What follows belongs to an exercise in optimizing a design on an open flow for small area, a short achievable clock period and few clock cycles per item; a production flow would make more cautious choices.
Function was checked by simulation only, so behaviour that the tests miss may differ from the original.
Power and IR drop assume default switching activity.

==> design/flow/design.v <==
module mx_block_sequencer #(
  parameter int BLOCK_SIZE = 32,
  parameter int DATA_W     = 32,
  parameter int EXP_W      = 8
) (
  input  logic                          clk,
  input  logic                          rst,
  input  logic                          in_valid,
  output logic                          in_ready,
  input  logic [DATA_W-1:0]             in_data,
  input  logic                          flush,
  output logic                          out_valid,
  input  logic                          out_ready,
  output logic [DATA_W-1:0]             out_data,
  output logic [EXP_W-1:0]              out_scale,
  output logic                          out_last,
  output logic [$clog2(BLOCK_SIZE)-1:0] out_idx
);
  localparam int IDX_W = $clog2(BLOCK_SIZE);
  localparam int NS    = BLOCK_SIZE + 1;
  localparam int SW    = $clog2(NS);
  logic [NS-1:0][DATA_W-1:0] ring_q;
  logic [IDX_W-1:0] c_cnt_q, c_cnt_d;
  logic [EXP_W-1:0] c_max_q, c_max_d;
  logic             first_q;               
  logic [SW-1:0]    wdist_q, wdist_d;
  logic             p_vld_q, p_vld_d, p2_vld_q, p2_vld_d;
  logic [IDX_W-1:0] p_rem_q, p_rem_d;      
  logic [EXP_W-1:0] p_scale_q, p_scale_d;
  logic [IDX_W-1:0] rem_q, rem_d;          
  logic             rnz_q, rnz_d, rn1_q, rn1_d;  
  logic             efull_q, efull_d;      
  logic [SW-1:0]    rdist_q, rdist_d;
  logic              ov_q, olast_q;
  logic [DATA_W-1:0] od_q;
  logic [EXP_W-1:0]  os_q, e_scale_q;
  logic [IDX_W-1:0]  oi_q, oi_d, nb;
  logic              ir_q, ir_d;
  logic              wsel_q;               
  logic              nx_ok_q, nx_ok_d;     
  logic              nx_rd_q, nx_rd_d;     
  logic             acc, ftk, close, load, rd, start, last_rd;
  logic             ok_l, rd_l, ok_n, rd_n, occ_n, hit_np, rem_nz, cnt1, cnt0;
  logic [IDX_W-1:0] gap_q, gap_d;          
  logic [EXP_W-1:0] e_in, e_eff, new_max, p_scale_e;
  logic [IDX_W-1:0] rem_now;
  assign in_ready  = ir_q;
  assign out_valid = ov_q;
  assign out_data  = od_q;
  assign out_scale = os_q;
  assign out_last  = olast_q;
  assign out_idx   = oi_q;
  assign acc     = in_valid & ir_q;
  assign ftk     = flush & ir_q;
  assign e_in    = in_data[DATA_W-2 -: EXP_W];
  assign new_max = (acc && e_in > c_max_q) ? e_in : c_max_q;
  assign e_eff   = (e_in == '0) ? EXP_W'(1) : e_in;
  assign p_scale_e  = (first_q & ~p2_vld_q) ? c_max_q : p_scale_q;
  assign close   = (acc && c_cnt_q == IDX_W'(BLOCK_SIZE - 1)) || (ftk && (acc || c_cnt_q != '0));
  assign load    = nx_ok_q & (~ov_q | out_ready);
  assign rd      = load & nx_rd_q;
  assign start   = load & olast_q;
  assign nb      = oi_q + IDX_W'(1);
  assign oi_d    = (oi_q & ~{IDX_W{load}}) | (nb & {IDX_W{load}});
  assign rem_now = olast_q ? p_rem_q : rem_q - IDX_W'(1);
  assign last_rd = rd & (olast_q ? (p_rem_q == '0) : ~rn1_q);
  always_comb begin
    c_cnt_d = c_cnt_q;
    if (p2_vld_q)
      c_max_d = start ? EXP_W'(1) : c_max_q;
    else if (first_q)
      c_max_d = acc ? e_eff : EXP_W'(1);
    else
      c_max_d = new_max;
    wdist_d = (wdist_q == '0) ? SW'(NS - 1) : wdist_q - SW'(1);
    if (close) begin
      c_cnt_d = '0;
      wdist_d = {1'b0, ~c_cnt_q};
    end else if (acc) begin
      c_cnt_d = c_cnt_q + IDX_W'(1);
      wdist_d = '0;
    end
    p_vld_d    = p_vld_q;
    p_rem_d    = p_rem_q;
    p_scale_d  = p_scale_e;
    p2_vld_d   = p2_vld_q;
    if (start) begin
      if (p2_vld_q) begin
        p_rem_d   = '0;
        p_scale_d = c_max_q;
        p2_vld_d  = 1'b0;
      end else if (close) begin
        p_rem_d   = c_cnt_q + IDX_W'(acc) - IDX_W'(1);
      end else begin
        p_vld_d = 1'b0;
      end
    end else if (close) begin
      if (p_vld_q) begin
        p2_vld_d   = 1'b1;
      end else begin
        p_vld_d   = 1'b1;
        p_rem_d   = c_cnt_q + IDX_W'(acc) - IDX_W'(1);
      end
    end
    rem_d   = rem_q;
    rnz_d   = rnz_q;
    rn1_d   = rn1_q;
    rdist_d = (rdist_q == '0) ? SW'(NS - 1) : rdist_q - SW'(1);
    if (rd) begin
      rem_d   = rem_now;
      rnz_d   = olast_q ? (p_rem_q != '0) : rn1_q;
      rn1_d   = olast_q ? (p_rem_q != IDX_W'(1)) : (rem_q != IDX_W'(2));
      rdist_d = last_rd ? {1'b0, ~nb} : '0;
    end
    if (olast_q) begin
      ok_l = 1'b1;                             
      rd_l = p_rem_q != '0;
    end else if (nb == IDX_W'(BLOCK_SIZE - 1)) begin
      ok_l = p_vld_d & (nx_rd_q | (rdist_q == SW'(1)));
      rd_l = 1'b1;
    end else begin
      ok_l = 1'b1;                             
      rd_l = nx_rd_q & rn1_q;
    end
    if (olast_q) begin
      ok_n = p_vld_d & (rdist_q == SW'(1));
      rd_n = 1'b1;
    end else begin
      ok_n = ~nx_rd_q | (rdist_q == SW'(1));
      rd_n = nx_rd_q;
    end
    nx_ok_d = load ? ok_l : ok_n;
    nx_rd_d = load ? rd_l : rd_n;
    if (close)
      gap_d = load ? ~oi_q - IDX_W'(2) : ~oi_q - IDX_W'(1);
    else if (acc & ~load)
      gap_d = gap_q + IDX_W'(1);
    else if (load & ~acc)
      gap_d = gap_q - IDX_W'(1);
    else
      gap_d = gap_q;
    efull_d = start ? (p_rem_q == IDX_W'(BLOCK_SIZE - 1)) : efull_q;
    case ({acc, load})
      2'b00:   hit_np = (gap_q == '0) & (c_cnt_q != '0);
      2'b01:   hit_np = (gap_q == IDX_W'(1)) & (c_cnt_q != '0);
      2'b10:   hit_np = (gap_q == '1);
      default: hit_np = (gap_q == '0);
    endcase
    rem_nz = rnz_d;
    cnt1   = ~close & (acc ? (c_cnt_q == '0) : (c_cnt_q == IDX_W'(1)));
    cnt0   = close | (~acc & (c_cnt_q == '0));
    if (p_vld_d)
      occ_n = cnt1 | (cnt0 & efull_d & rem_nz);
    else
      occ_n = rem_nz & hit_np & ~close;
    ir_d = ~p2_vld_d & (close ? (c_cnt_q == IDX_W'(BLOCK_SIZE - 1)) : (acc | (wdist_q == SW'(1))))
         & ~occ_n;
  end
  always_ff @(posedge clk) begin
    for (int i = 0; i < NS - 1; i++)
      ring_q[i] <= ring_q[i+1];
    ring_q[NS-1] <= wsel_q ? in_data : ring_q[0];
    wsel_q       <= ir_d;
    od_q <= (od_q & ~{DATA_W{load}}) | (ring_q[1] & {DATA_W{nx_rd_q & load}});
    e_scale_q <= start ? p_scale_e : e_scale_q;
    os_q      <= rst ? '0 : start ? p_scale_e : e_scale_q;
    c_max_q    <= c_max_d;
    p_rem_q    <= p_rem_d;
    p_scale_q  <= p_scale_d;
    efull_q    <= efull_d;
    if (rst) begin
      c_cnt_q  <= '0;
      c_max_q  <= EXP_W'(1);
      first_q  <= 1'b0;
      wdist_q  <= SW'(1);
      p_vld_q  <= 1'b0;
      p2_vld_q <= 1'b0;
      rdist_q  <= '0;
      ov_q     <= 1'b0;
      oi_q     <= IDX_W'(BLOCK_SIZE - 1);
      olast_q  <= 1'b1;
      ir_q     <= 1'b0;
      rem_q    <= '0;
      rnz_q    <= 1'b0;
      rn1_q    <= 1'b1;
      gap_q    <= '1;
      nx_ok_q  <= 1'b0;
      nx_rd_q  <= 1'b1;
    end else begin
      c_cnt_q  <= c_cnt_d;
      first_q  <= close;
      wdist_q  <= wdist_d;
      p_vld_q  <= p_vld_d;
      p2_vld_q <= p2_vld_d;
      rdist_q  <= rdist_d;
      ov_q     <= load | (ov_q & ~out_ready);
      oi_q     <= oi_d;
      olast_q  <= oi_d == IDX_W'(BLOCK_SIZE - 1);
      ir_q     <= ir_d;
      rem_q    <= rem_d;
      rnz_q    <= rnz_d;
      rn1_q    <= rn1_d;
      gap_q    <= gap_d;
      nx_ok_q  <= nx_ok_d;
      nx_rd_q  <= nx_rd_d;
    end
  end
endmodule
==> design/flow/flow/run.sh <==
#!/bin/bash
# Standard layout (the standard.sh, unchanged synthesis) with clock tree synthesis told not
# to add dummy loads. Each tool's output goes to a log of its own here and under orfs/logs.
set -euo pipefail
export CTS_ARGS="-sink_clustering_enable -repair_clock_nets -sink_clustering_size 20 -sink_clustering_max_diameter 60 -buf_list sky130_fd_sc_hd__clkbuf_8 -dont_use_dummy_load"
export BUFFER_PORTS_ARGS="-buffer_cell sky130_fd_sc_hd__buf_2"
bash standard.sh > standard_flow.log 2>&1
==> design/flow/standard.sh <==
#!/bin/bash
# synth_recipe.tcl (not shown) runs the flow's synth.tcl, then flattens the netlist and writes it again
# the make line also repeats each setting of config.mk as NAME=value (left out here)
make -C /OpenROAD-flow-scripts/flow DESIGN_CONFIG=/design/flow/config.mk WORK_HOME=/design/flow/orfs CLKGATE_MAP_FILE= SYNTH_SCRIPT=/design/flow/synth_recipe.tcl "${@:-finish}"
==> design/flow/config.mk <==
export PLATFORM = sky130hd
export DESIGN_NAME = mx_block_sequencer
export DESIGN_NICKNAME = mx_block_sequencer
export VERILOG_FILES = /design/flow/design.v
export SDC_FILE = /design/flow/constraint.sdc
export NUM_CORES = 4
export LEC_CHECK = 0
export ABC_AREA = 1
export CAP_MARGIN = 20
export CORE_MARGIN = 2
export CORE_UTILIZATION = 65
export CTS_BUF_LIST = sky130_fd_sc_hd__clkbuf_8
export CTS_CLUSTER_DIAMETER = 60
export CTS_CLUSTER_SIZE = 20
export GPL_ROUTABILITY_DRIVEN = 0
export PLACE_DENSITY = 0.75
export SETUP_SLACK_MARGIN = 3.0
export SLEW_MARGIN = 20
==> design/flow/constraint.sdc <==
create_clock -name core_clock -period 5.0 [get_ports {clk}]
set_input_delay 1.0000 -clock core_clock [delete_from_list [all_inputs] [get_ports {clk}]]
set_output_delay 1.0000 -clock core_clock [all_outputs]
set_load 0.01 [all_outputs]
==> impl_results.md, run 1 <==
* Final-layout fill cell count at between 2k and 3k
* Core footprint at approximately 41000 µm²
* IO Port Bufs at 84
* 1st-iter DRT viols at 576
* Synth cell types at 46
* Final Net Count at 1989
* Register area share after synthesis at 0.870
* Site row count at 74
* Worst vdd ir at roughly 0.32 mV
* Reg area at 23500 µm²
* First-pass GRT wire length at 58200 µm
* Clock Pin Slew Worst Setup and Hold Paths at approximately 0.11 ns
* Final count of negative-setup-slack endpoints at 0
* Mean post-synth cell area at 15.3 µm²
* Number of flops mapped to enable cells by yosys at 5
* Power Density at 626 nW/µm²
* CTS H-tree lvls at 3
* Drt first pass iters at 7
* Final Hold Viols at 0
* Status: finished clean
* Hold Buf Count CTS at 0
* Net Sw Frac at 0.219
* DIE WIDTH at 208 µm
* CTS sink cnt at 1169
* Logic pwr share at 0.068
* Routed WL at 35800 µm
* RSZ-0062 raised after global routing: true
* Root Driver: clkbuf_8
* Tcrit/Tclk final at 0.426
* Area occupied by multi-input gates at approximately 3200 µm²
* CP required at about 4.0 ns
* Area growth from synthesis to layout at 9.85%
* Remaining antenna violation count after routing at 0
* Placement Cell Area at 28000 µm²
* Total GRT Usage at 0.168
* Die area at 43100 µm²
* Final instance area at 29600 µm²
* Slew margin rel. at 0.643
* I/O pin cnt at 85
* Max Freq at approximately 470 MHz
* CTS tree: yes
* Final worst slack at 2.87 ns
* Clk buf depth at 3
* Slowest Stage Delay on Critical Path at 0.38 ns
* Remaining DRCs at 0
* Primary FF master, synth: dfxtp_1
* Initial antenna violation count at 1
* Setup TNS at 0 ns
* Count of pins over their slew limit at 0
* Number of global-route vias before repair at 11.6k
* Avg WL per Cell at 14.6 µm
* Layout cells sized above 1 at 0.173
* Setup WS pre-CTS at 2.32 ns
* Yosys reg bits at 1169
* Mapped Cells at 1765
* CP max stage cell: dfxtp_4
* Crit Path Class: flop to output port
* Leakage power at 12.5 nW
* Via count at 11.4k
* Worst path bufs/invs at 1
* Die height at 208 µm
* Largest cells by area after synthesis: dfxtp_1 (86%), nand2_1 (1.6%), ha_1 (1.4%)
* CTS Buf Count at a little under 70
* Fraction of registers with async set/reset at 0
* Biggest area consumer among synthesized cells: dfxtp_1
* Crit path cell chain: buf_6
* Synthesis Warnings at 1
* Max-cap violations at 0
* Mapped Area at 27000 µm²
* Post-DP HPWL at 21100 µm
* Critical path arrival at roughly 1.1 ns
* CP max FO at 1
* Final Skew at 0.0471 ns
* Clock network power share at 0.200
* Largest net degree at the start of global routing at 47
* Worst skew pair latency at 0.64 ns
* Starting Density at 0.659
* Mapped Nets at 1832
* Least-Margin Pin Slew at 0.531 ns
* GRT Residual Overflow at 0
* Worst hold path type: flop to flop
* Net Switching at 0.00407 W
* Startpoint types: flop
* # diodes at 0
* Critical Path End Type: output port
* Via density at 4.67
* Flop pwr share at 0.732
* P_int at around 0.014 W
* Crit-path leading delay family: flip-flops
* Top cell type's share of synthesized area at 0.865
* Fin crit period at between 2 and 2.5 ns
==> metal layers <==
layer,share of wire,vias up,GRT usage
met1,0.50,5324,0.240
met5,0,-,0
met4,0.028,0,0.0633
met2,0.43,196,0.250
li1,-,5844,-
met3,0.047,77,0.0445
==> cell type report <==
cell class,count,area share
Timing Repair Buffer,111,0.0311
Multi-Input combinational cell,489,0.109
Clock buffer,69,0.0321
Tap cell,532,0.0225
Sequential cell,1169,0.795
Inverter,82,0.0106
==> power by group through the flow <==
stage	combinational [W]	clock (W)	sequential, W
after floorplan	0.000855	0	0.0133
after global placement	0.00109	0	0.0137
after detailed placement	0.00114	0	0.0138
after CTS	0.00122	0.00384	0.0136
after global routing	0.00140	0.00415	0.0139
final	0.00125	0.00371	0.0136
==> flip-flops by register name (all words and copies together) (netlist names), 6 cells and up <==
name and flops:
ring_q 1056, os_q 8, c_max_q 8, od_q 32, p_scale_q 8, e_scale_q 8, rdist_q 6, wdist_q 6
==> kinds of logic after synthesis <==
kind of cell | after synthesis | synth area share
buf+inv | 109 | 0.0169
mux | 25 | 0.0104
simple gates | 266 | 0.0459
flops | 1169 | 0.870
compound gates | 146 | 0.0362
xor+xnor | 20 | 0.00650
fa+ha+maj | 30 | 0.0139
==> path summary, 6_finish.rpt <==
path                            depth (start not counted)  slack, ns            to   startpoint
worst min-delay path                                    0       0.30   ring_q[186]  ring_q[218]
worst max register to register                          7       3.14    p_rem_q[3]         ov_q
worst max-delay path                                    1       2.87  out_scale[0]      os_q[0]
worst min register to register                          0       0.30   ring_q[186]  ring_q[218]
==> through the flow <==
stage / util / hold slack, ns / power, W / cells
final: 0.723 / 0.296 / 0.0185 / 2452
after global routing: 0.723 / 0.301 / 0.0194 / 2452
after CTS: 0.721 / 0.290 / 0.0187 / 2442
after detailed placement: 0.685 / 0.312 / 0.0149 / 2355
after global placement: 0.685 / 0.310 / 0.0148 / 2355
after floorplan: - / 0.310 / 0.0142 / 1765
==> cells in the final DEF, fill, tap and decap left out, drive strengths merged, types with 2 or more instances in the layout <==
master  Yosys  layout
inv        81      81
a31oi       4       4
o21ai      39      39
buf        21     110
dfxtp    1164    1164
clkbuf      6      70
nand3      42      42
mux2       24      24
xnor2       3       3
a22o       32      32
ha         30      30
nand2     138     139
o31ai       2       2
o22ai       7       7
or2        14      14
nand4       9       9
edfxtp      5       5
a211oi      7       7
a21oi      46      46
xor2       17      17
nor2       60      61
o211ai      6       6
==> Yosys cell counts (7+ instances only) <==
library cell / number
a21oi_2: 9
buf_2: 12
or2_1: 8
inv_2: 12
dfxtp_1: 1164
o21ai_0: 21
nand2_1: 118
nor2_1: 55
inv_1: 69
nand3_1: 39
o22ai_1: 7
xor2_1: 17
o21ai_1: 17
nand4_1: 9
a22o_1: 32
mux2_2: 24
nand2_2: 15
a21oi_1: 36
ha_1: 30
==> what timing repair did <==
action                                  in CTS  in global routing
setup buffers                               18                  8
endpoints found under the setup margin      61                 94
resized for setup                          111                 10
gates cloned                                 0                  2
pin swaps                                    0                  3
Testbench counts, summed over its fixed seeds: cycles 16,656, items 16,384.
==> inputs of run 2 (changes only) <==
--- a/design/flow/config.mk
+++ b/design/flow/config.mk
@@ -5,14 +5,12 @@
 export SDC_FILE = /design/flow/constraint.sdc
 export NUM_CORES = 4
 export LEC_CHECK = 0
-export ABC_AREA = 1
 export CAP_MARGIN = 20
 export CORE_MARGIN = 2
 export CORE_UTILIZATION = 65
 export CTS_BUF_LIST = sky130_fd_sc_hd__clkbuf_8
 export CTS_CLUSTER_DIAMETER = 60
 export CTS_CLUSTER_SIZE = 20
-export GPL_ROUTABILITY_DRIVEN = 0
 export PLACE_DENSITY = 0.75
 export SETUP_SLACK_MARGIN = 3.0
 export SLEW_MARGIN = 20
==> run 2 against run 1 <==
Compared with the run above:
- still clean on timing, DRC and antenna
- synthesized area fell by 0.83%
- die area shrank 0.81%
- hold slack lost 0.0049 ns
- clock power is essentially flat
- combinational power decreased by 14%
- clock-buffer cell count stayed put
- global-route usage grew 0.47 points
- critical endpoint is now out_idx[1]
- largest cell class unchanged
- highest routed layer unchanged
==> impl_results.md, run 2 <==
* Synth cell count leaders: dfxtp_1 (1164), nand2_1 (63), nor2_1 (55)
* Fraction of registers with async set/reset at 0 (unchanged)
* Slew margin rel. at 0.292 (-0.350)
* Worst hold stages at 0 (unchanged)
* Fin util at 0.728 (+0.00485)
* Total GRT Usage at 0.173 (+0.00468)
* Slowest Stage Delay on Critical Path at 0.38 ns (about the same)
* Worst vdd ir at 0.437 mV (+36%)
* Avg WL per Cell at 15.5 µm (+6.1%)
* Top cell type's share of synthesized area at 0.872 (+0.00720)
* Crit path depth at 1 (unchanged)
* Final Net Count at 1895 (-4.7%)
* Synthesis Warnings at 1 (unchanged)
* Clock network power share at 0.207 (+0.007)
* Post-DP HPWL at 20200 µm (-4.2%)
* Most flops, register: ring_q
* Commonest non-fill, non-tap cell in the layout: dfxtp_1
* Setup WS pre-CTS at 1.97 ns (-0.350 ns)
* Number of flops mapped to enable cells by yosys at 5 (unchanged)
* CTS sink cnt at 1169 (unchanged)
* Status: finished clean
* Count of pins over their slew limit at 0 (unchanged)
* Most frequent cells in the layout: dfxtp_1 (1112), clkbuf_8 (69), nand2_1 (57), nor2_1 (53), buf_6 (47)
* Largest net degree at the start of global routing at 47 (unchanged)
* Final worst slack at 2.85 ns (-0.0199 ns)
* Mean post-synth cell area at 16.0 µm² (+4.9%)
* Final count of negative-setup-slack endpoints at 0 (unchanged)
* Largest regs: ring_q (1056), od_q (32)
* CTS tree: yes
* Die height at 207 µm (-0.41%)
* DIE WIDTH at 207 µm (-0.41%)
* Number of global-route vias before repair at 11.2k (-4.0%)
* Least-Margin Pin Slew at 1.06 ns (+0.531 ns)
* Power Density at 607 nW/µm² (-3.1%)
* Critical path arrival at 1.15 ns (+0.02 ns)
* Critical Path End Type: output port
* Mapped Cells at 1668 (-5.5%)
* Biggest area consumer among synthesized cells: dfxtp_1
* CP max FO at 2 (+1)
* CTS Buf Count at 69 (unchanged)
* Largest cells by area after synthesis: dfxtp_1 (87%), mux2_2 (1.4%), ha_1 (1.4%)
* Tcrit/Tclk final at 0.430 (+0.00399)
* Synth cell types at 60 (+30%)
* Flop pwr share at 0.733 (about the same)
* Leakage power at 12.2 nW (-2.9%)
* Setup TNS at 0 ns (unchanged)
* Max Freq at 465 MHz (-0.93%)
* Worst path bufs/invs at 1 (unchanged)
* Via count at 11.4k (-0.66%)
* Reg2reg path depth at 8 (+1)
* Mapped Area at 26700 µm² (-0.83%)
* Hold Buf Count CTS at 0 (unchanged)
* Crit-path leading delay family: flip-flops
* CP required at 4.00 ns (about the same)
* Initial antenna violation count at 0 (-1)
* Worst hold path type: flop to flop
* I/O pin cnt at 85 (unchanged)
* Drt first pass iters at 5 (-2)
* Net Sw Frac at 0.214 (-0.00518)
* Clk buf depth at 3 (unchanged)
* CP max stage cell: dfxtp_4
* Via density at 4.82 (+3.3%)
* Net Switching at 0.00386 W (-5.2%)
* Final Hold Viols at 0 (unchanged)
* RSZ-0062 raised after global routing: true
* Max-cap violations at 0 (unchanged)
* # diodes at 0 (unchanged)
* Primary FF master, synth: dfxtp_1
* Max reg flops at 1056 (unchanged)
* Worst skew pair latency at 0.67 ns (+0.03 ns)
* Crit path cell chain: buf_6
* Site row count at 74 (unchanged)
* Gpl congestion at 0.802
* Area occupied by multi-input gates at 3410 µm² (+5.9%)
* Core footprint at 40700 µm² (-0.45%)
* Starting Density at 0.656 (-0.00247)
* Crit Path Class: flop to output port
* Final-layout fill cell count at 2532 (-1.2%)
* P_int at 0.0141 W (-2.2%)
* Yosys reg bits at 1169 (unchanged)
* Final Skew at 0.0544 ns (+0.00727 ns)
* IO Port Bufs at 84 (unchanged)
* Remaining antenna violation count after routing at 0 (unchanged)
* 1st-iter DRT viols at 623 (+8.2%)
* Remaining DRCs at 0 (unchanged)
* Die area at 42800 µm² (-0.81%)
* Mapped Nets at 1735 (-5.3%)
* Layout cells sized above 1 at 0.185 (+0.0117)
* Root Driver: clkbuf_8
* Area growth from synthesis to layout at 11.0%
* Startpoint types: flop
* Logic pwr share at 0.060 (-0.008)
* Clock Pin Slew Worst Setup and Hold Paths at 0.12 ns (about the same)
* CTS H-tree lvls at 3 (unchanged)
* First-pass GRT wire length at 57600 µm (-1.0%)
* Register area share after synthesis at 0.877 (+0.00725)
* Most common cell in the netlist: dfxtp_1
* Fin crit period at 2.15 ns (+0.0199 ns)
* Reg area at 23500 µm² (about the same)
* Routed WL at 36500 µm (+2.0%)
* GRT Residual Overflow at 0 (unchanged)
run 2: changes by cell type after synthesis, sizes merged, moves of 12 or more:
cell and change:
inv -51, clkbuf +15, nor3 +13, nand2 -75
o21ai -15, xnor2 +12, nand3 -35, or2 -14
run 2: logic make-up (layout without fill, tap and decap cells):
| group | count (synthesis) | after routing | share of synthesized area |
|---|---|---|---|
| flops | 1169 | 1169 | 0.877 |
| simple gates | 180 | 183 | 0.0308 |
| compound gates | 150 | 151 | 0.0397 |
| buf+inv | 67 | 221 | 0.0102 |
| mux | 46 | 46 | 0.0193 |
| fa+ha+maj | 30 | 30 | 0.0140 |
| xor+xnor | 26 | 26 | 0.00852 |
run 2: worst reg2reg max path: cells and delay by family, from the launching register on:
kind                     cells  cell delay, ns
AO/OA/AOI/OAI                4            0.71
AND/OR/NAND/NOR              2            0.48
adder cells (fa/ha/maj)      2            0.32
flip-flops                   1            0.38
run 2: final timing paths:
path	from	endpoint	slack [ns]
worst max-delay path	oi_q[1]	out_idx[1]	2.85
worst max register to register	c_cnt_q[1]	ir_q	2.99
worst min register to register	ring_q[701]	ring_q[669]	0.29
worst min-delay path	ring_q[701]	ring_q[669]	0.29
run 2: power by group through the flow:
stage | combinational, W | sequential [W] | clock (W)
final | 0.00107 | 0.0132 | 0.00372
after global routing | 0.00117 | 0.0135 | 0.00416
after CTS | 0.00100 | 0.0133 | 0.00386
after detailed placement | 0.000916 | 0.0134 | 0
after global placement | 0.000881 | 0.0133 | 0
after floorplan | 0.000735 | 0.0130 | 0
run 2: layout make-up:
cell class,instances,share of cell area
flip-flops and latches,1169,0.793
multi-input cells,436,0.115
repair buffers,121,0.0332
clock buffers,69,0.0320
well taps,532,0.0224
inverters,31,0.00405
run 2: per-stage QoR:
| step | cell area (µm²) | cells | hold slack, ns | power (W) |
|---|---|---|---|---|
| floorplan | 27000 | 1668 | 0.310 | 0.0137 |
| global placement | 27900 | 2248 | 0.311 | 0.0142 |
| detailed placement | 27900 | 2248 | 0.312 | 0.0143 |
| CTS | 29500 | 2346 | 0.294 | 0.0181 |
| global route | 29700 | 2358 | 0.302 | 0.0188 |
| finish | 29700 | 2358 | 0.291 | 0.0180 |
run 2: routing by layer:
layer / wire length, µm / track usage / share of wire / vias up
li1: - / - / - / 5662
met1: 18300 / 0.252 / 0.50 / 5413
met2: 15500 / 0.255 / 0.42 / 227
met3: 1970 / 0.0410 / 0.054 / 63
met4: 787 / 0.0643 / 0.022 / 0
met5: 0 / 0 / 0 / -
run 2: repair_timing:
item,in CTS,in global routing
gates cloned,3,1
setup buffers,26,11
gates resized for setup,128,26
pin swaps,9,11
setup endpoints to repair,125,64
==> inputs of run 3 (changes only) <==
==> design/flow/flow/run.sh (replaced) <==
#!/bin/bash
# Standard layout (the standard.sh, unchanged synthesis) with clock tree synthesis told not
# to add dummy loads. Each tool's output goes to a log of its own here and under orfs/logs.
set -euo pipefail
export CTS_ARGS="-sink_clustering_enable -repair_clock_nets -sink_clustering_size 18 -sink_clustering_max_diameter 55 -buf_list sky130_fd_sc_hd__clkbuf_8 -dont_use_dummy_load"
export BUFFER_PORTS_ARGS="-buffer_cell sky130_fd_sc_hd__buf_2"
bash standard.sh > standard_flow.log 2>&1
==> design/flow/config.mk (replaced) <==
export PLATFORM = sky130hd
export DESIGN_NAME = mx_block_sequencer
export DESIGN_NICKNAME = mx_block_sequencer
export VERILOG_FILES = /design/flow/design.v
export SDC_FILE = /design/flow/constraint.sdc
export NUM_CORES = 4
export LEC_CHECK = 0
export ABC_AREA = 1
export CAP_MARGIN = 20
export CORE_MARGIN = 2
export CORE_UTILIZATION = 65
export GPL_ROUTABILITY_DRIVEN = 0
export PLACE_DENSITY = 0.75
export SETUP_SLACK_MARGIN = 3.0
export SLEW_MARGIN = 20
==> run 3 against run 2 <==
Compared with the run above:
- hold slack better by 0.013 ns
- non-clock buffer count down 13
- sequential share of layout area about the same
- total power up 3.8%
- flip-flop and latch count unchanged
- synthesized area up 0.83%
- largest cell class unchanged
==> impl_results.md, run 3 <==
* Count of pins over their slew limit at 0 (unchanged)
* Fin crit period at 2.14 ns (-0.00682 ns)
* Number of global-route vias before repair at 11.7k (+5.0%)
* Fraction of registers with async set/reset at 0 (unchanged)
* Initial antenna violation count at 1 (+1)
* Final instance area at 29700 µm² (about the same)
* GRT Residual Overflow at 0 (unchanged)
* Most flops, register: ring_q
* CP required at 4.00 ns (about the same)
* Remaining DRCs at 0 (unchanged)
* Clock network power share at 0.207 (about the same)
* Total GRT Usage at 0.170 (-0.00362)
* RSZ-0062 raised after global routing: true
* Core footprint at 40900 µm² (+0.45%)
* Mapped Nets at 1832 (+5.6%)
* Max Freq at 467 MHz (+0.32%)
* Root Driver: clkbuf_8
* Reg2reg path depth at 10 (+2)
* Tcrit/Tclk final at 0.428 (-0.00136)
* Critical path arrival at 1.14 ns (about the same)
* Yosys reg bits at 1169 (unchanged)
* Crit path depth at 1 (unchanged)
* Area occupied by multi-input gates at 3220 µm² (-5.5%)
* Worst vdd ir at 0.369 mV (-16%)
* First-pass GRT wire length at 58700 µm (+1.8%)
* Primary FF master, synth: dfxtp_1
* Status: finished clean
* Number of flops mapped to enable cells by yosys at 5 (unchanged)
* Mean post-synth cell area at 15.3 µm² (-4.7%)
* 1st-iter DRT viols at 519 (-17%)
* Fin util at 0.725 (-0.00302)
* I/O pin cnt at 85 (unchanged)
* FF-to-FF Start: c_cnt_q[0]
* Mapped Cells at 1765 (+5.8%)
* Least-Margin Pin Slew at 0.551 ns (-0.511 ns)
* Biggest area consumer among synthesized cells: dfxtp_1
* Post-DP HPWL at 21100 µm (+4.3%)
* CTS Buf Count at 76 (+10%)
* Register area share after synthesis at 0.870 (-0.00725)
* Largest regs: ring_q (1056), od_q (32)
* Final-layout fill cell count at 2524 (-0.32%)
* Die area at 43100 µm² (+0.82%)
* Die height at 208 µm (+0.41%)
* Crit Path Class: flop to output port
* Net Sw Frac at 0.219 (+0.00523)
* Startpoint types: flop
* CTS H-tree lvls at 3 (unchanged)
* Most frequent cells in the layout: dfxtp_1 (1114), nand2_1 (116), clkbuf_8 (76), inv_1 (67), nor2_1 (54)
* Synthesis Warnings at 1 (unchanged)
* Top cell type's share of synthesized area at 0.865 (-0.00720)
* Min-delay src: ring_q[156]
* IO Port Bufs at 84 (unchanged)
* Crit path cell chain: buf_6
* Reg area at 23500 µm² (about the same)
* Starting Density at 0.659 (+0.00247)
* Max-cap violations at 0 (unchanged)
* Flop pwr share at 0.727 (-0.006)
* Largest net degree at the start of global routing at 47 (unchanged)
* Clock Pin Slew Worst Setup and Hold Paths at 0.10 ns (-0.02 ns)
* Clk buf depth at 3 (unchanged)
* Slew margin rel. at 0.629 (+0.337)
* Logic pwr share at 0.066 (+0.006)
* Site row count at 74 (unchanged)
* Via count at 11.5k (+1.1%)
* Worst hold path type: flop to flop
* Final count of negative-setup-slack endpoints at 0 (unchanged)
* CP max FO at 3 (+1)
* P_int at 0.0146 W (+3.1%)
* Synth cell types at 46 (-23%)
* CP max stage cell: dfxtp_4
* Drt first pass iters at 4 (-1)
* Setup TNS at 0 ns (unchanged)
* Avg WL per Cell at 14.6 µm (-5.8%)
* Via density at 4.68 (-3.0%)
* Most common cell in the netlist: dfxtp_1
* Final Net Count at 1993 (+5.2%)
* Leakage power at 12.6 nW (+3.3%)
* DIE WIDTH at 208 µm (+0.41%)
* Worst path bufs/invs at 1 (unchanged)
* Remaining antenna violation count after routing at 0 (unchanged)
* Max reg flops at 1056 (unchanged)
* Critical Path End Type: output port
* Worst r2r dst: p_rem_q[0]
* CTS tree: yes
* Routed WL at 35900 µm (-1.9%)
* Pwr Total at 0.0187 W (+3.8%)
* Largest cells by area after synthesis: dfxtp_1 (86%), nand2_1 (1.6%), ha_1 (1.4%)
* Mapped Area at 27000 µm² (+0.83%)
* R2r setup slk at 3.15 ns (+0.16 ns)
* Power Density at 629 nW/µm² (+3.7%)
* Area growth from synthesis to layout at 10.1%
* Hold Path Sink: ring_q[124]
* Slowest Stage Delay on Critical Path at 0.38 ns (about the same)
* Placement Cell Area at 28000 µm² (+0.66%)
* Synth cell count leaders: dfxtp_1 (1164), nand2_1 (118), inv_1 (69)
* Net Switching at 0.00410 W (+6.3%)
* Final Hold Viols at 0 (unchanged)
* CTS sink cnt at 1169 (unchanged)
* Final Skew at 0.0364 ns (-0.0180 ns)
* Worst hold stages at 0 (unchanged)
* Commonest non-fill, non-tap cell in the layout: dfxtp_1
* Worst skew pair latency at 0.64 ns (-0.03 ns)
* Crit-path leading delay family: flip-flops
* Layout cells sized above 1 at 0.175 (-0.0105)
run 3: changes by cell type after synthesis, moves of 13 or more:
cell	delta
inv_1	+39
nand2_1	+55
nand2_2	+15
o21ai_1	+17
nor3_1	-13
nand3_1	+32
clkbuf_1	-15
run 3: repair_timing:
item                                    4_1_cts  5_1_grt
gates resized for setup                     111       10
buffers inserted                             18        5
endpoints found under the setup margin       60       95
hold buffers                                  0        0
cloned                                        0        2
pin swaps                                     0        4
run 3: cells by family (layout without fill, tap and decap cells):
logic type                 Yosys count  count (layout)  share of synthesized area
other                                0               1                          0
adders and majority gates           30              30                     0.0139
DFF                               1169            1169                      0.870
xor gates and xnor gates            20              20                    0.00650
and+or+nand+nor                    266             268                     0.0459
AOI/OAI and AO/OA                  146             146                     0.0362
muxes                               25              25                     0.0104
buffers and inverters              109             266                     0.0169
run 3: power groups by stage:
stage                     clock network [W]  registers [W]  logic [W]
after floorplan                           0         0.0133   0.000855
after global placement                    0         0.0137    0.00109
after detailed placement                  0         0.0138    0.00114
after CTS                           0.00400         0.0136    0.00122
after global routing                0.00432         0.0139    0.00139
final                               0.00386         0.0136    0.00123
run 3: worst max path at each step:
stage / start / slack, ns / endpoint
3_3_place_gp: rst / 2.42 / rem_q[4]
4_1_cts: os_q[0] / 2.80 / out_scale[0]
3_5_place_dp: out_ready / 2.32 / rem_q[2]
6_report: ir_q / 2.86 / in_ready
5_1_grt: ir_q / 2.79 / in_ready
2_1_floorplan: in_data[24] / 2.97 / c_max_q[3]
run 3: cell type report:
type                            count  share of cell area
Multi-Input combinational cell    489               0.108
Antenna cell                        1           0.0000843
Clock buffer                       76              0.0352
Timing Repair Buffer              108              0.0302
Tap cell                          532              0.0224
Inverter                           82              0.0106
Sequential cell                  1169               0.793
run 3: layer usage:
layer | vias to the layer above | global-route usage | part of all wire
met5 | - | 0 | 0
met2 | 166 | 0.254 | 0.43
met1 | 5395 | 0.240 | 0.50
met4 | 0 | 0.0624 | 0.027
met3 | 76 | 0.0446 | 0.045
li1 | 5854 | - | -
run 3: through the flow:
stage | hold slack (ns) | worst slack, ns | std cells
6_report | 0.304 | 2.86 | 2457
5_1_grt | 0.290 | 2.79 | 2456
4_1_cts | 0.300 | 2.80 | 2449
3_5_place_dp | 0.312 | 2.32 | 2355
3_3_place_gp | 0.310 | 2.42 | 2355
2_1_floorplan | 0.310 | 2.97 | 1765
==> inputs of run 4 (changes only) <==
==> design/flow/run.sh (new file) <==
#!/bin/bash
# synth_recipe.tcl (not shown) runs the flow's synth.tcl, then flattens the netlist and writes it again
# the make line also repeats each setting of config.mk as NAME=value (left out here)
make -C /OpenROAD-flow-scripts/flow DESIGN_CONFIG=/design/flow/config.mk WORK_HOME=/design/flow/orfs CLKGATE_MAP_FILE= SYNTH_SCRIPT=/design/flow/synth_recipe.tcl finish
--- a/design/flow/config.mk
+++ b/design/flow/config.mk
@@ -9,6 +9,9 @@
 export CAP_MARGIN = 20
 export CORE_MARGIN = 2
 export CORE_UTILIZATION = 65
+export CTS_BUF_LIST = sky130_fd_sc_hd__clkbuf_8
+export CTS_CLUSTER_DIAMETER = 60
+export CTS_CLUSTER_SIZE = 20
 export GPL_ROUTABILITY_DRIVEN = 0
 export PLACE_DENSITY = 0.75
 export SETUP_SLACK_MARGIN = 3.0
removed: design/flow/flow/run.sh
removed: design/flow/standard.sh
==> run 4 against run 3 <==
Compared with the run above:
- clock skew grew 0.0013 ns
- setup slack worse by 0.024 ns
- hold slack improved by 0.0089 ns
- cell area increased by 1.5%
- register-to-register slack worse by 0.03 ns
- non-clock buffer count is 16 higher
- routed wire length up 2.4%
- largest power group unchanged
- die area is the same
- clock power about the same
- first-iteration DRC count is 6.7% higher
- synthesized cell count stayed put
==> impl_results.md, run 4 <==
* Status: finished clean
* Worst hold path type: flop to flop
* Count of pins over their slew limit at 0 (unchanged)
* Setup WS pre-CTS at 1.92 ns (-0.398 ns)
* GRT Residual Overflow at 0 (unchanged)
* Clk buf depth at 3 (unchanged)
* Starting Density at 0.659 (unchanged)
* Mapped Nets at 1832 (unchanged)
* Synth cell types at 46 (unchanged)
* Largest regs: ring_q (1056), od_q (32)
* Die area at 43100 µm² (unchanged)
* Fraction of registers with async set/reset at 0 (unchanged)
* Synth cell count leaders: dfxtp_1 (1164), nand2_1 (118), inv_1 (69)
* CTS H-tree lvls at 3 (unchanged)
* Layout cells sized above 1 at 0.167 (-0.00737)
* Register area share after synthesis at 0.870 (unchanged)
* Leakage power at 12.7 nW (+1.1%)
* Clock network power share at 0.208 (about the same)
* R2r setup slk at 3.12 ns (-0.03 ns)
* Critical Path End Type: output port
* Mean post-synth cell area at 15.3 µm² (unchanged)
* Worst hold stages at 0 (unchanged)
* P_int at 0.0146 W (about the same)
* Largest cells by area after synthesis: dfxtp_1 (86%), nand2_1 (1.6%), ha_1 (1.4%)
* Max-cap violations at 0 (unchanged)
* Largest net degree at the start of global routing at 36 (-23%)
* Via density at 4.68 (about the same)
* CTS Buf Count at 69 (-9.2%)
* Tcrit/Tclk final at 0.433 (+0.00487)
* Final count of negative-setup-slack endpoints at 0 (unchanged)
* CP required at 4.00 ns (about the same)
* Root Driver: clkbuf_8
* Initial antenna violation count at 2 (+1)
* CP max stage cell: dfxtp_4
* IO Port Bufs at 84 (unchanged)
* Slowest Stage Delay on Critical Path at 0.39 ns (about the same)
* Biggest area consumer among synthesized cells: dfxtp_1
* Yosys reg bits at 1169 (unchanged)
* Commonest non-fill, non-tap cell in the layout: dfxtp_1
* Final worst slack at 2.83 ns (-0.0243 ns)
* Setup TNS at 0 ns (unchanged)
* RSZ-0062 raised after global routing: true
* Via count at 11.6k (+1.0%)
* Reg area at 23500 µm² (about the same)
* Primary FF master, synth: dfxtp_1
* Fin util at 0.736 (+0.0105)
* Worst skew pair latency at 0.66 ns (+0.02 ns)
* Core footprint at 40900 µm² (unchanged)
* Flop pwr share at 0.724 (-0.003)
* Synthesis Warnings at 1 (unchanged)
* Mapped Area at 27000 µm² (unchanged)
* Number of global-route vias before repair at 11.8k (+0.86%)
* 1st-iter DRT viols at 554 (+6.7%)
* Final Skew at 0.0377 ns (+0.00132 ns)
* Worst vdd ir at 0.348 mV (-5.6%)
* Max reg flops at 1056 (unchanged)
* FF-to-FF Start: c_cnt_q[0]
* Worst r2r dst: p_rem_q[1]
* Reg2reg path depth at 10 (unchanged)
* I/O pin cnt at 85 (unchanged)
* Routed WL at 36700 µm (+2.4%)
* # diodes at 0 (-1)
* Final-layout fill cell count at 2541 (+0.67%)
* Logic pwr share at 0.068 (+0.002)
* DIE WIDTH at 208 µm (unchanged)
* Most flops, register: ring_q
* Min-delay src: ring_q[448]
* CTS tree: yes
* Max Freq at 462 MHz (-1.1%)
* Net Sw Frac at 0.222 (+0.00242)
* Remaining DRCs at 0 (unchanged)
* CP Launch Point: ir_q
* Site row count at 74 (unchanged)
* Crit-path leading delay family: flip-flops
* Area growth from synthesis to layout at 11.7%
* Slew margin rel. at 0.636 (+0.00673)
* Critical path arrival at 1.17 ns (+0.03 ns)
* Mapped Cells at 1765 (unchanged)
* Power Density at 622 nW/µm² (-1.1%)
* Total GRT Usage at 0.173 (+0.00398)
* Hold Path Sink: ring_q[416]
* Most common cell in the netlist: dfxtp_1
* Crit path cell chain: buf_6
* CTS sink cnt at 1169 (unchanged)
* First-pass GRT wire length at 59800 µm (+2.0%)
* Drt first pass iters at 5 (+1)
* Fin crit period at 2.17 ns (+0.0243 ns)
* Worst path bufs/invs at 1 (unchanged)
* Remaining antenna violation count after routing at 0 (unchanged)
* Area occupied by multi-input gates at 3270 µm² (+1.7%)
* Post-DP HPWL at 21200 µm (+0.43%)
* CP max FO at 3 (unchanged)
* Net Switching at 0.00416 W (+1.4%)
* Crit Path Class: flop to output port
* Top cell type's share of synthesized area at 0.865 (unchanged)
* Most frequent cells in the layout: dfxtp_1 (1112), nand2_1 (115), clkbuf_8 (72), inv_1 (69), nor2_1 (54)
* Pwr Total at 0.0187 W (+0.29%)
* Least-Margin Pin Slew at 0.546 ns (-0.00487 ns)
* Number of flops mapped to enable cells by yosys at 5 (unchanged)
* Final Hold Viols at 0 (unchanged)
* Avg WL per Cell at 14.8 µm (+1.4%)
* Clock Pin Slew Worst Setup and Hold Paths at 0.12 ns (+0.02 ns)
* Die height at 208 µm (unchanged)
* Startpoint types: flop
* Final Net Count at 2004 (+0.55%)
## run 4: worst max path at each step
stage	depth (start not counted)	end	slack, ns
3_5_place_dp	7	rem_q[2]	1.92
6_report	1	in_ready	2.83
4_1_cts	1	in_ready	2.77
5_1_grt	1	in_ready	2.77
3_3_place_gp	8	p_rem_q[3]	2.01
2_1_floorplan	11	c_max_q[3]	2.97
## run 4: power by group through the flow
stage	registers (W)	logic, W	clock network (W)
final	0.0136	0.00128	0.00389
after floorplan	0.0133	0.000855	0
after global routing	0.0139	0.00143	0.00434
after global placement	0.0137	0.00116	0
after CTS	0.0136	0.00125	0.00402
after detailed placement	0.0137	0.00120	0
## run 4: final cells by class
cell class / count / share of cell area
Clock buffer: 72 / 0.0329
Clock inverter: 11 / 0.00278
Inverter: 82 / 0.0110
Sequential cell: 1169 / 0.782
Timing Repair Buffer: 124 / 0.0407
Multi-Input combinational cell: 491 / 0.109
Tap cell: 532 / 0.0221
## run 4: kinds of logic (layout without fill, tap and decap cells)
logic type	Yosys count	in the layout	share of synthesized area
simple gates	266	270	0.0459
xor+xnor	20	20	0.00650
flops	1169	1169	0.870
buf+inv	109	289	0.0169
compound gates	146	146	0.0362
fa+ha+maj	30	30	0.0139
mux	25	25	0.0104
## run 4: timing repair
action,in CTS,in global routing
hold buffers,0,0
pin swaps,1,8
resized for setup,315,16
buffers inserted,26,12
gates cloned,3,1
hold endpoints to repair,0,0
setup endpoints to repair,134,86
## run 4: stage by stage
stage / area (µm²) / hold slack, ns / std cells
2_1_floorplan: 27100 / 0.310 / 1765
3_3_place_gp: 28500 / 0.310 / 2356
3_5_place_dp: 28500 / 0.312 / 2356
4_1_cts: 30000 / 0.310 / 2468
5_1_grt: 30100 / 0.327 / 2481
6_report: 30100 / 0.313 / 2481
## run 4: metal layers
metal / GRT usage / part of all wire / wire, µm / vias to the layer above
met4: 0.0699 / 0.026 / 972 / 0
li1: - / - / - / 5902
met3: 0.0413 / 0.048 / 1770 / 80
met5: 0 / 0 / 0 / -
met1: 0.246 / 0.50 / 18200 / 5428
met2: 0.260 / 0.43 / 15800 / 196
==> inputs of run 5 (changes only) <==
--- a/design/flow/config.mk
+++ b/design/flow/config.mk
@@ -5,14 +5,12 @@
 export SDC_FILE = /design/flow/constraint.sdc
 export NUM_CORES = 4
 export LEC_CHECK = 0
-export ABC_AREA = 1
 export CAP_MARGIN = 20
 export CORE_MARGIN = 2
 export CORE_UTILIZATION = 65
 export CTS_BUF_LIST = sky130_fd_sc_hd__clkbuf_8
 export CTS_CLUSTER_DIAMETER = 60
 export CTS_CLUSTER_SIZE = 20
-export GPL_ROUTABILITY_DRIVEN = 0
 export PLACE_DENSITY = 0.75
 export SETUP_SLACK_MARGIN = 3.0
 export SLEW_MARGIN = 20
==> run 5 against run 4 <==
Compared with the run above:
- still clean on timing, DRC and antenna
- clock power is essentially flat
- register-to-register slack lost 0.10 ns
- clock-buffer cell count grew 1
- global-route usage grew 0.15 points
- critical path depth is the same
- clock skew shrank 0.016 ns
- synthesized area shrank 0.83%
- flip-flop and latch count is the same
- via count shrank 1.7%
- fmax grew 0.72%
- cell area shrank 0.30%
- hold slack gained 0.0034 ns
- highest routed layer unchanged
==> impl_results.md, run 5 <==
* DR top layer: met4
* Slowest Stage Delay on Critical Path at 0.39 ns (about the same)
* Root Driver: clkbuf_8
* Post-DP HPWL at 20300 µm (-3.9%)
* Fin crit period at 2.15 ns (-0.0156 ns)
* Biggest area consumer among synthesized cells: dfxtp_1
* RSZ-0062 raised after global routing: true
* Leakage power at 12.3 nW (-3.5%)
* Clk buf depth at 3 (unchanged)
* Worst skew pair latency at 0.65 ns (about the same)
* Met3 WL at 1940 µm (+9.1%)
* Synth cell count leaders: dfxtp_1 (1164), nand2_1 (63), nor2_1 (55)
* Largest cells by area after synthesis: dfxtp_1 (87%), mux2_2 (1.4%), ha_1 (1.4%)
* Final Net Count at 1905 (-4.9%)
* Worst vdd ir at 0.495 mV (+42%)
* Max-cap violations at 0 (unchanged)
* Most common cell in the netlist: dfxtp_1
* Critical path arrival at 1.15 ns (-0.02 ns)
* Total GRT Usage at 0.175 (+0.00146)
* Crit Path Class: flop to output port
* Final Skew at 0.0222 ns (-0.0156 ns)
* Mapped Area at 26700 µm² (-0.83%)
* Yosys reg bits at 1169 (unchanged)
* CTS sink cnt at 1169 (unchanged)
* Number of flops mapped to enable cells by yosys at 5 (unchanged)
* Count of pins over their slew limit at 0 (unchanged)
* Area growth from synthesis to layout at 12.3%
* Synth cell types at 60 (+30%)
* Least-Margin Pin Slew at 0.638 ns (+0.0923 ns)
* Critical Path End Type: output port
* Crit-path leading delay family: flip-flops
* Max Freq at 465 MHz (+0.72%)
* Drt first pass iters at 5 (unchanged)
* Mapped Cells at 1668 (-5.5%)
* Clock Pin Slew Worst Setup and Hold Paths at 0.12 ns (about the same)
* Final-layout fill cell count at 2556 (+0.59%)
* Final instance area at 30000 µm² (-0.30%)
* Final Hold Viols at 0 (unchanged)
* Hold Buf Count CTS at 0 (unchanged)
* CP required at 4.00 ns (about the same)
* Number of global-route vias before repair at 11.5k (-2.4%)
* Setup TNS at 0 ns (unchanged)
* Layout cells sized above 1 at 0.176 (+0.00841)
* IO Port Bufs at 84 (unchanged)
* Power Density at 605 nW/µm² (-2.7%)
* GRT Residual Overflow at 0 (unchanged)
* Die height at 207 µm (-0.41%)
* Tcrit/Tclk final at 0.430 (-0.00312)
* Most flops, register: ring_q
* Top cell type's share of synthesized area at 0.872 (+0.00720)
* Gpl congestion at 0.821
* DRT met1 WL at 18400 µm (+0.90%)
* DIE WIDTH at 207 µm (-0.41%)
* Placement Cell Area at 28300 µm² (-0.60%)
* I/O pin cnt at 85 (unchanged)
* Final count of negative-setup-slack endpoints at 0 (unchanged)
* Mean post-synth cell area at 16.0 µm² (+4.9%)
* Starting Density at 0.656 (-0.00247)
* 1st-iter DRT viols at 701 (+27%)
* CTS Buf Count at 69 (unchanged)
* Crit path cell chain: buf_6
* Core footprint at 40700 µm² (-0.45%)
* WL met2 at 15200 µm (-3.8%)
* Final worst slack at 2.85 ns (+0.0156 ns)
* Max reg flops at 1056 (unchanged)
* CTS H-tree lvls at 3 (unchanged)
* Largest regs: ring_q (1056), od_q (32)
* Remaining DRCs at 0 (unchanged)
* Worst hold path type: flop to flop
* First-pass GRT wire length at 58300 µm (-2.6%)
* CP max FO at 2 (-1)
* Avg WL per Cell at 15.3 µm (+3.2%)
* Synthesis Warnings at 1 (unchanged)
* Commonest non-fill, non-tap cell in the layout: dfxtp_1
* Slew margin rel. at 0.575 (-0.0611)
* Most frequent cells in the layout: dfxtp_1 (1114), clkbuf_8 (73), nand2_1 (58), nor2_1 (54), buf_6 (45)
* Largest net degree at the start of global routing at 36 (unchanged)
* Mapped Nets at 1735 (-5.3%)
* Primary FF master, synth: dfxtp_1
* CTS tree: yes
* CP max stage cell: dfxtp_2
* Fraction of registers with async set/reset at 0 (unchanged)
* Site row count at 74 (unchanged)
* Via count at 11.4k (-1.7%)
* Initial antenna violation count at 0 (-2)
* Setup WS pre-CTS at 1.69 ns (-0.230 ns)
* Startpoint types: flop
* Worst path bufs/invs at 1 (unchanged)
* Via density at 4.79 (+2.4%)
* Routed WL at 36400 µm (-0.90%)
* Remaining antenna violation count after routing at 0 (unchanged)
* Status: finished clean
* Die area at 42800 µm² (-0.81%)
* Register area share after synthesis at 0.877 (+0.00725)
==> run 5: changes by cell type in the layout (fill, tap and decap cells not counted), moves of 9 or more <==
cell / previous run / this run
o21ai_1: 18 / 0
nand2_1: 115 / 58
mux2i_1: 1 / 10
nand3_1: 39 / 7
xnor2_1: 3 / 15
mux2_2: 24 / 34
nor3_1: 1 / 12
inv_2: 10 / 1
nand2_2: 16 / 4
inv_1: 69 / 29
==> run 5: report_power, final <==
part / total [W] / switching (W) / internal [W]
clock network: 0.00389 / 0.00254 / 0.00135
logic: 0.00108 / 0.000513 / 0.000569
registers: 0.0132 / 0.000877 / 0.0123
==> run 5: kinds of logic after synthesis <==
| group | synth area share |
|---|---|
| fa+ha+maj | 0.0140 |
| simple gates | 0.0308 |
| xor+xnor | 0.00852 |
| flops | 0.877 |
| mux | 0.0193 |
| compound gates | 0.0397 |
| buf+inv | 0.0102 |
==> run 5: worst paths after layout <==
path | end | from | depth (start not counted) | slack, ns
max | out_data[30] | od_q[30] | 1 | 2.85
min | ring_q[890] | ring_q[922] | 0 | 0.32
max reg2reg | gap_q[0] | c_cnt_q[1] | 9 | 3.02
min reg2reg | ring_q[890] | ring_q[922] | 0 | 0.32
==> run 5: repair_timing <==
action	CTS	global route
endpoints found under the hold margin	0	0
pin swaps	14	6
setup buffers	42	4
gates cloned	2	0
resized for setup	338	29
setup endpoints to repair	162	69
==> run 5: area by class of cell <==
type / count / area (µm²) / share of cell area
well taps: 532 / 666 / 0.0222
repair buffers: 133 / 1240 / 0.0415
inverters: 31 / 120 / 0.00400
clock buffers: 73 / 1000 / 0.0335
diodes: 1 / 2.50 / 0.0000834
multi-input cells: 434 / 3370 / 0.112
clock inverters: 10 / 73.8 / 0.00246
flip-flops and latches: 1169 / 23500 / 0.784
==> run 5: worst reg2reg max path, cell delays in order, from the launching register on <==
cell and delay, ns:
dfxtp_4 0.39, ha_4 0.16, and3_4 0.19, ha_4 0.17
a21oi_4 0.24, a211o_4 0.20, buf_12 0.13, mux2i_4 0.21
xnor2_1 0.13, nand2_1 0.06
==> run 5: layer usage <==
metal	track usage	vias to the layer above
met3	0.0438	74
met2	0.252	256
li1	-	5705
met4	0.0740	0
met1	0.254	5379
met5	0	-
==> run 5: through the flow <==
step           hold slack (ns)  std cells  power [W]   util
2_1_floorplan            0.310       1668     0.0137      -
3_3_place_gp             0.310       2251     0.0143  0.695
3_5_place_dp             0.312       2251     0.0144  0.695
4_1_cts                  0.317       2378     0.0183  0.735
5_1_grt                  0.322       2382     0.0191  0.737
6_report                 0.317       2383     0.0182  0.737
==> inputs of run 6 (changes only) <==
==> design/flow/config.mk (replaced) <==
export PLATFORM = sky130hd
export DESIGN_NAME = mx_block_sequencer
export DESIGN_NICKNAME = mx_block_sequencer
export VERILOG_FILES = /design/flow/design.v
export SDC_FILE = /design/flow/constraint.sdc
export NUM_CORES = 4
export LEC_CHECK = 0
export ABC_AREA = 1
export CAP_MARGIN = 20
export CORE_MARGIN = 2
export CORE_UTILIZATION = 65
export CTS_BUF_LIST = sky130_fd_sc_hd__clkbuf_16
export CTS_CLUSTER_DIAMETER = 70
export CTS_CLUSTER_SIZE = 30
export GPL_ROUTABILITY_DRIVEN = 0
export PLACE_DENSITY = 0.75
export SETUP_SLACK_MARGIN = 3.0
export SLEW_MARGIN = 20
==> run 6 against run 5 <==
Compared with the run above:
- utilization is 0.54 points higher
- synthesized area is 0.83% higher
- sequential share of layout area shrank 0.93 points
- via count rose by 1.6%
==> impl_results.md, run 6 <==
* Primary FF master, synth: dfxtp_1
* Layout cells sized above 1 at 0.159 (-0.0170)
* Max reg flops at 1056 (unchanged)
* Final Net Count at 1986 (+4.3%)
* CP required at 4.00 ns (about the same)
* Largest net degree at the start of global routing at 36 (unchanged)
* Hold WS at 0.329 ns (+0.0119 ns)
* Synth cell types at 46 (-23%)
* Die area at 43100 µm² (+0.82%)
* Total GRT Usage at 0.177 (+0.00179)
* 1st-iter DRT viols at 589 (-16%)
* FF-to-FF Start: c_cnt_q[0]
* Worst hold stages at 0 (unchanged)
* Via density at 4.71 (-1.6%)
* CTS sink cnt at 1169 (unchanged)
* Synthesis Warnings at 1 (unchanged)
* Final count of negative-setup-slack endpoints at 0 (unchanged)
* Starting Density at 0.659 (+0.00247)
* IO Port Bufs at 84 (unchanged)
* Site row count at 74 (unchanged)
* Register area share after synthesis at 0.870 (-0.00725)
* Power Density at 632 nW/µm² (+4.4%)
* Least-Margin Pin Slew at 0.715 ns (+0.0772 ns)
* Synth cell count leaders: dfxtp_1 (1164), nand2_1 (118), inv_1 (69)
* # diodes at 0 (-1)
* Avg WL per Cell at 15.3 µm (+0.44%)
* Mapped Area at 27000 µm² (+0.83%)
* Biggest area consumer among synthesized cells: dfxtp_1
* Worst skew pair latency at 0.60 ns (-0.05 ns)
* Max-cap violations at 0 (unchanged)
* Mapped Nets at 1832 (+5.6%)
* Fraction of registers with async set/reset at 0 (unchanged)
* R2r setup slk at 3.14 ns (+0.12 ns)
* Slew margin rel. at 0.522 (-0.0521)
* Clk buf depth at 3 (unchanged)
* Hold Path Sink: ring_q[777]
* Number of flops mapped to enable cells by yosys at 5 (unchanged)
* Routed WL at 37700 µm (+3.7%)
* Status: finished clean
* Worst vdd ir at 0.405 mV (-18%)
* Largest regs: ring_q (1056), od_q (32)
* Fin util at 0.742 (+0.00544)
* Drt first pass iters at 5 (unchanged)
* CTS tree: yes
* Die height at 208 µm (+0.41%)
* Area growth from synthesis to layout at 12.7%
* Final Skew at 0.0183 ns (-0.00384 ns)
* Largest cells by area after synthesis: dfxtp_1 (86%), nand2_1 (1.6%), ha_1 (1.4%)
* Placement Cell Area at 28500 µm² (+0.60%)
* RSZ-0062 raised after global routing: true
* Via count at 11.6k (+1.6%)
* Crit path cell chain: buf_6
* Number of global-route vias before repair at 11.8k (+2.4%)
* Remaining antenna violation count after routing at 0 (unchanged)
* Hold Buf Count CTS at 0 (unchanged)
* CTS Buf Count at 46 (-33%)
* CP max stage cell: dfxtp_4
* Worst hold path type: flop to flop
* Min-delay src: ring_q[809]
* I/O pin cnt at 85 (unchanged)
* Final-layout fill cell count at 2470 (-3.4%)
* First-pass GRT wire length at 60900 µm (+4.5%)
* Worst path bufs/invs at 1 (unchanged)
* CTS H-tree lvls at 2 (-1)
* Commonest non-fill, non-tap cell in the layout: dfxtp_1
* Post-DP HPWL at 21200 µm (+4.0%)
* Most flops, register: ring_q
* Max Freq at 477 MHz (+2.7%)
* Startpoint types: flop
* Remaining DRCs at 0 (unchanged)
* CP max FO at 1 (-1)
* Slowest Stage Delay on Critical Path at 0.38 ns (about the same)
* Finished Layout Cells at 2460 (+3.2%)
* Initial antenna violation count at 3 (+3)
* Core footprint at 40900 µm² (+0.45%)
* Mean post-synth cell area at 15.3 µm² (-4.7%)
* Critical path arrival at 1.09 ns (-0.06 ns)
* Fin crit period at 2.09 ns (-0.0559 ns)
* Yosys reg bits at 1169 (unchanged)
* Final instance area at 30400 µm² (+1.2%)
* Crit-path leading delay family: flip-flops
* Top cell type's share of synthesized area at 0.865 (-0.00720)
* Crit Path Class: flop to output port
* Leakage power at 12.8 nW (+4.3%)
* Clock Pin Slew Worst Setup and Hold Paths at 0.11 ns (about the same)
* GRT Residual Overflow at 0 (unchanged)
* Final Hold Viols at 0 (unchanged)
* Most common cell in the netlist: dfxtp_1
* Tcrit/Tclk final at 0.419 (-0.0112)
* DIE WIDTH at 208 µm (+0.41%)
* Worst r2r dst: p_rem_q[4]
* Root Driver: clkbuf_16
* Count of pins over their slew limit at 0 (unchanged)
* Reg2reg path depth at 10 (+1)
* Setup TNS at 0 ns (unchanged)
* Mapped Cells at 1765 (+5.8%)
* Most frequent cells in the layout: dfxtp_1 (1113), nand2_1 (114), inv_1 (67), nor2_1 (52), buf_6 (49)
* Cells after DPL at 2356 (+4.7%)
* Critical Path End Type: output port
## run 6: routing by layer
metal / vias up / global-route usage / wire [µm] / share of wire
met5: - / 0 / 10 / 0.00027
met4: 2 / 0.0651 / 1190 / 0.032
met3: 86 / 0.0334 / 1520 / 0.040
met2: 203 / 0.277 / 16700 / 0.44
met1: 5424 / 0.249 / 18300 / 0.49
li1: 5882 / - / - / -
## run 6: cell type report
class	instances	area, µm²	share of cell area
sequential	1169	23500	0.775
inverter	82	337	0.0111
clock inverter	10	86.3	0.00284
tap	532	666	0.0219
clock buffer	47	1180	0.0387
timing repair buffer	128	1260	0.0416
multi-input combinational	492	3310	0.109
## run 6: kinds of logic after synthesis
group           Yosys count  synth area share
xor+xnor                 20           0.00650
flops                  1169             0.870
mux                      25            0.0104
compound gates          146            0.0362
fa+ha+maj                30            0.0139
simple gates            266            0.0459
buf+inv                 109            0.0169
## run 6: worst max-delay path by stage
stage                startpoint            to  slack [ns]  depth (start not counted)
CTS                     os_q[0]  out_scale[0]        2.87                          1
global placement      out_ready    p_rem_q[3]        2.01                          8
detailed placement    out_ready      rem_q[2]        1.92                          7
global route           od_q[11]  out_data[11]        2.86                          1
finish                  os_q[7]  out_scale[7]        2.91                          1
floorplan           in_data[24]    c_max_q[3]        2.97                         11
## run 6: where the power goes
group / total [W] / switching, W / internal [W]
Combinational: 0.00129 / 0.000699 / 0.000590
Sequential: 0.0136 / 0.000953 / 0.0126
Clock: 0.00432 / 0.00258 / 0.00174
Total: 0.0192 / 0.00423 / 0.0150
## run 6: through the flow
| step | setup WS (ns) | power, W |
|---|---|---|
| after floorplan | 2.97 | 0.0142 |
| after global placement | 2.01 | 0.0148 |
| after detailed placement | 1.92 | 0.0149 |
| after CTS | 2.87 | 0.0194 |
| after global routing | 2.86 | 0.0201 |
| final | 2.91 | 0.0192 |
## run 6: repair_timing
action                                  4_1_cts  5_1_grt
endpoints found under the hold margin         0        0
endpoints found under the setup margin      141       87
setup buffers                                34        8
pin swaps                                     5        6
resized for setup                           328       15
cloned                                        4        1

[port drivers added, routing unchanged]
The flow's constraints put no driver on any port. The routed layouts listed below were extracted and timed again, unchanged, in two steps. Step 1: set_driving_cell puts a clkbuf_16 on clk and a buf_2 on each other input, an assumption about the parent block. Step 2 also shifts input and output timing later by t, the mid clock arrival at the registers, as if the neighbouring blocks saw the same clock. a / b / c = no drivers / after step 1 / after step 2; a / b = the first two.
| run | t (ns) | setup WS [ns] | worst data-port slew with drivers (ns) |
|---|---|---|---|
| run 1 | 0.668 | 2.871 / 2.821 / 2.478 | 0.09 |
| run 2 | 0.676 | 2.851 / 2.804 / 2.322 | 0.06 |
| run 3 | 0.674 | 2.858 / 2.807 / 2.495 | 0.08 |
| run 4 | 0.691 | 2.834 / 2.782 / 2.353 | 0.07 |
| run 5 | 0.691 | 2.850 / 2.798 / 2.370 | 0.06 |
| run 6 | 0.641 | 2.905 / 2.851 / 2.393 | 0.07 |
After both steps setup and hold are still met in every run listed. For run 2, which loses most, drivers alone change the setup slack by -0.047 ns; drivers and shift together by -0.529 ns.
